Context: an optimization exercise on an open-source flow, tuned for small area, a short achievable clock period and few clock cycles. The choices shown serve that exercise and are no tape-out recipe.
Power figures rest on the tool's default switching activity, not on a simulated workload.

Setup of job 2543:
// circular_deque
module circular_deque #(
  parameter int unsigned DEPTH = cdq_pkg::DEPTH_DEF
) (
  input  logic                              clk_i,
  input  logic                              rst_ni,
  input  logic                              req_valid_i,
  output logic                              req_ready_o,
  input  logic [cdq_pkg::OP_W-1:0]          req_operation_i,
  input  logic signed [cdq_pkg::DATA_W-1:0] req_push_value_i,
  output logic                              rsp_valid_o,
  input  logic                              rsp_ready_i,
  output logic                              rsp_status_o,
  output logic signed [cdq_pkg::DATA_W-1:0] rsp_popped_value_o,
  output logic                              rsp_is_full_o,
  output logic                              rsp_is_empty_o
);
For scale: roughly 1600 cells after synthesis, about 580 flip-flops, ~22000 sq um of cells after synthesis.
export LEC_CHECK = 0
export ABC_AREA = 1
export CAP_MARGIN = 20
export CORE_MARGIN = 2
export CORE_UTILIZATION = 60
export CTS_BUF_LIST = sky130_fd_sc_hd__clkbuf_16
export CTS_CLUSTER_DIAMETER = 60
export CTS_CLUSTER_SIZE = 30
export SETUP_SLACK_MARGIN = 2.4
export SLEW_MARGIN = 20
create_clock -name core_clock -period 4.5 [get_ports {clk_i}]
standard.sh (not shown) runs the stock make flow with config.mk's settings and CLKGATE_MAP_FILE= SYNTH_SCRIPT=/design/flow/synth_recipe.tcl, a recipe that flattens the netlist after the stock synthesis.
==> flow/flow/run.sh <==
#!/bin/bash
# The standard layout (standard.sh), with one logic-preserving netlist
# rewrite between synthesis and floorplan (flow/eco.tcl) and the port
# buffers inserted as buf_4 cells. Each tool's output goes to its own log.
set -euo pipefail
export BUFFER_PORTS_ARGS="-buffer_cell sky130_fd_sc_hd__buf_4"
bash standard.sh synth > synth.log 2>&1
export RES=$PWD/orfs/results/$FLOW_PLATFORM/circular_deque/base
openroad -no_init -exit flow/eco.tcl > eco.log 2>&1
bash standard.sh > layout.log 2>&1
==> flow/flow/eco.tcl <==
# Logic-preserving rewrite of the synthesized netlist: req_ready_o is
# !busy_q | rsp_ready_i. Synthesis maps it as nand2b(A_N=rsp_ready_i,
# B=busy_q), or as and2b with the same inputs followed by an inverter; both
# put rsp_ready_i through the slow inverted input of the b-cell. Drive the port instead from
# nand2(!rsp_ready_i, busy_q), with the inverter on rsp_ready_i its own cell,
# and leave the original gates driving the internal loads.
read_db $::env(RES)/1_synth.odb
set db [ord::get_db]
set block [[$db getChip] getBlock]
proc out_iterm {net} {
  foreach it [$net getITerms] { if {[$it isOutputSignal]} { return $it } }
  return ""
}
set port_net [$block findNet req_ready_o]
set rsp_net  [$block findNet rsp_ready_i]
set busy_net [$block findNet busy_q]
set ok 0
proc net_of {inst pin} {
  set it [$inst findITerm $pin]
  if {$it eq "NULL" || [$it getNet] eq "NULL"} { return "" }
  return [[$it getNet] getName]
}
proc is_rsp_and_not_busy {g} {
  # and2b / nand2b with A_N = rsp_ready_i and B = busy_q
  return [expr {[net_of $g A_N] eq "rsp_ready_i" && [net_of $g B] eq "busy_q"}]
}
if {$port_net ne "NULL" && $rsp_net ne "NULL" && $busy_net ne "NULL"} {
  set drv [out_iterm $port_net]
  if {$drv ne ""} {
    set g [$drv getInst]
    set gm [[$g getMaster] getName]
    puts "ECO: req_ready_o driven by [$g getName] $gm"
    if {[string match "*__nand2b_*" $gm] && [is_rsp_and_not_busy $g]} {
      set ok 1
    } elseif {[string match "*__inv_*" $gm] || [string match "*__clkinv_*" $gm]} {
      set d1 [out_iterm [[$g findITerm A] getNet]]
      if {$d1 ne ""} {
        set g1 [$d1 getInst]
        puts "ECO: inverter input driven by [$g1 getName] [[$g1 getMaster] getName]"
        if {[string match "*__and2b_*" [[$g1 getMaster] getName]] && [is_rsp_and_not_busy $g1]} {
          set ok 1
        }
      }
    }
  }
}
if {$ok} {
  set int_net [odb::dbNet_create $block req_ready_int]
  foreach it [$port_net getITerms] {
    $it disconnect
    $it connect $int_net
  }
  set rsp_n [odb::dbNet_create $block rsp_ready_n]
  set inv2 [odb::dbInst_create $block [$db findMaster sky130_fd_sc_hd__inv_2] eco_rsp_ready_n]
  [$inv2 findITerm A] connect $rsp_net
  [$inv2 findITerm Y] connect $rsp_n
  set new [odb::dbInst_create $block [$db findMaster sky130_fd_sc_hd__nand2_2] eco_req_ready]
  [$new findITerm A] connect $rsp_n
  [$new findITerm B] connect $busy_net
  [$new findITerm Y] connect $port_net
  puts "ECO: applied"
} else {
  puts "ECO: pattern not found, netlist left unchanged"
}
write_db $::env(RES)/1_synth.odb
In summary, job 2543 completed successfully, with a layout that passed the timing, DRC and antenna checks.
The inputs of job 7226 differ from those of job 2543 as listed below.
# job 2543
export LEC_CHECK = 0
export ABC_AREA = 1
export CAP_MARGIN = 20
export CORE_MARGIN = 2
export CORE_UTILIZATION = 60
export CTS_BUF_LIST = sky130_fd_sc_hd__clkbuf_16
export CTS_CLUSTER_DIAMETER = 60
export CTS_CLUSTER_SIZE = 30
export SETUP_SLACK_MARGIN = 2.4
export SLEW_MARGIN = 20
create_clock -name core_clock -period 4.5 [get_ports {clk_i}]
# job 7226
export LEC_CHECK = 0
export CAP_MARGIN = 20
export CORE_MARGIN = 2
export CORE_UTILIZATION = 60
export CTS_BUF_LIST = sky130_fd_sc_hd__clkbuf_16
export CTS_CLUSTER_DIAMETER = 60
export CTS_CLUSTER_SIZE = 30
export SETUP_SLACK_MARGIN = 2.4
export SLEW_MARGIN = 20
create_clock -name core_clock -period 4.5 [get_ports {clk_i}]
Findings:
NOTE: largest fanout on the critical path in job 7226 exceeds that of job 2543
Power share of the clock group, job 7226 and job 2543: smaller value in job 7226
Net switching fraction of the power ended up 1.4 points lower on job 7226 than on job 2543.
Comparing job 7226 and job 2543, the lower total die area is on job 7226.
Summary of job 7226 over job 2543: setup slack after layout saw an increase, via count has decreased, number of nets produced by synthesis shrank by 518.
Comparing job 2543 against job 7226, there is no change at all in number of antenna violations at the first check in global routing.
#### Input delta (job 1713 over job 7226)
# job 7226
export LEC_CHECK = 0
export CAP_MARGIN = 20
export CORE_MARGIN = 2
export CORE_UTILIZATION = 60
export CTS_BUF_LIST = sky130_fd_sc_hd__clkbuf_16
export CTS_CLUSTER_DIAMETER = 60
export CTS_CLUSTER_SIZE = 30
export SETUP_SLACK_MARGIN = 2.4
export SLEW_MARGIN = 20
create_clock -name core_clock -period 4.5 [get_ports {clk_i}]
# job 1713
export LEC_CHECK = 0
export CAP_MARGIN = 20
export CORE_MARGIN = 2
export CORE_UTILIZATION = 60
export CTS_BUF_LIST = sky130_fd_sc_hd__clkbuf_8 sky130_fd_sc_hd__clkbuf_16
export CTS_CLUSTER_DIAMETER = 50
export CTS_CLUSTER_SIZE = 20
export SETUP_SLACK_MARGIN = 2.4
export SLEW_MARGIN = 20
create_clock -name core_clock -period 4.5 [get_ports {clk_i}]
diff --git a/flow/flow/eco.tcl b/flow/flow/eco.tcl
--- a/flow/flow/eco.tcl
+++ b/flow/flow/eco.tcl
@@ -2,3 +2,3 @@
-# !busy_q | rsp_ready_i. Synthesis maps it as nand2b(A_N=rsp_ready_i,
-# B=busy_q), or as and2b with the same inputs followed by an inverter; both
-# put rsp_ready_i through the slow inverted input of the b-cell. Drive the port instead from
+# !busy_q | rsp_ready_i. Synthesis maps it as and2b(A_N=rsp_ready_i, B=busy_q)
+# followed by an inverter, which puts rsp_ready_i through two inverting
+# stages inside the and2b. Drive the port instead from
@@ -18,9 +17,0 @@
-proc net_of {inst pin} {
-  set it [$inst findITerm $pin]
-  if {$it eq "NULL" || [$it getNet] eq "NULL"} { return "" }
-  return [[$it getNet] getName]
-}
-proc is_rsp_and_not_busy {g} {
-  # and2b / nand2b with A_N = rsp_ready_i and B = busy_q
-  return [expr {[net_of $g A_N] eq "rsp_ready_i" && [net_of $g B] eq "busy_q"}]
-}
@@ -30,7 +21,5 @@
-    set g [$drv getInst]
-    set gm [[$g getMaster] getName]
-    puts "ECO: req_ready_o driven by [$g getName] $gm"
-    if {[string match "*__nand2b_*" $gm] && [is_rsp_and_not_busy $g]} {
-      set ok 1
-    } elseif {[string match "*__inv_*" $gm] || [string match "*__clkinv_*" $gm]} {
-      set d1 [out_iterm [[$g findITerm A] getNet]]
+    set inv [$drv getInst]
+    puts "ECO: req_ready_o driven by [$inv getName] [[$inv getMaster] getName]"
+    if {[string match "*__inv_*" [[$inv getMaster] getName]] || [string match "*__clkinv_*" [[$inv getMaster] getName]]} {
+      set n1 [[$inv findITerm A] getNet]
+      set d1 [out_iterm $n1]
@@ -38,3 +27,5 @@
-        set g1 [$d1 getInst]
-        puts "ECO: inverter input driven by [$g1 getName] [[$g1 getMaster] getName]"
-        if {[string match "*__and2b_*" [[$g1 getMaster] getName]] && [is_rsp_and_not_busy $g1]} {
+        set g [$d1 getInst]
+        puts "ECO: inverter input driven by [$g getName] [[$g getMaster] getName]"
+        if {[string match "*__and2b_*" [[$g getMaster] getName]] &&
+            [[[$g findITerm A_N] getNet] getName] eq "rsp_ready_i" &&
+            [[[$g findITerm B] getNet] getName] eq "busy_q"} {
Results
Job 7226 -> job 1713: count of standard-cell rows delta 0, exact match. On net count after synthesis, job 7226 and job 1713 are neck and neck. Compared to job 7226, job 1713 has multi-input gate share of the layout cell area 0.36 points lower. Comparing period utilization for job 7226 and job 1713, the smaller number came from job 7226.
No run of this note included a check of the RTL's function; only the layout flow was run.

static timing again, ports no longer ideal:
The flow's constraints put no driver on any port. The routed layouts listed below were extracted and timed again, unchanged, in two steps.
Step 1, drivers: a clkbuf_16 drives clk_i and a buf_2 each remaining input, both assumed.
Step 2 adds t to the input delays and takes it off the output delays; t is the mean of the earliest and latest rising clock arrival at the registers after step 1. Input paths then give back, and output paths get back, about the clock's delay inside the block.
Slacks: ideal ports / drivers / drivers and shift; pairs: ideal ports / drivers.
run | shift t [ns] | setup slack, ns | clock arrival spread, ns | worst register clock-pin slew, ns | worst slew at a driven data input, ns
job 2543 | 0.633 | 2.381 / 2.336 / 1.844 | 0.029 / 0.029 | 0.10 / 0.10 | 0.06
job 7226 | 0.600 | 2.414 / 2.374 / 1.876 | 0.028 / 0.028 | 0.10 / 0.10 | 0.07
job 1713 | 0.628 | 2.351 / 2.307 / 1.869 | 0.023 / 0.022 | 0.08 / 0.08 | 0.08
After both steps every run listed still meets setup and hold. The setup slack of job 7226, which loses most, moves by -0.040 ns with the drivers and by -0.538 ns with both steps.
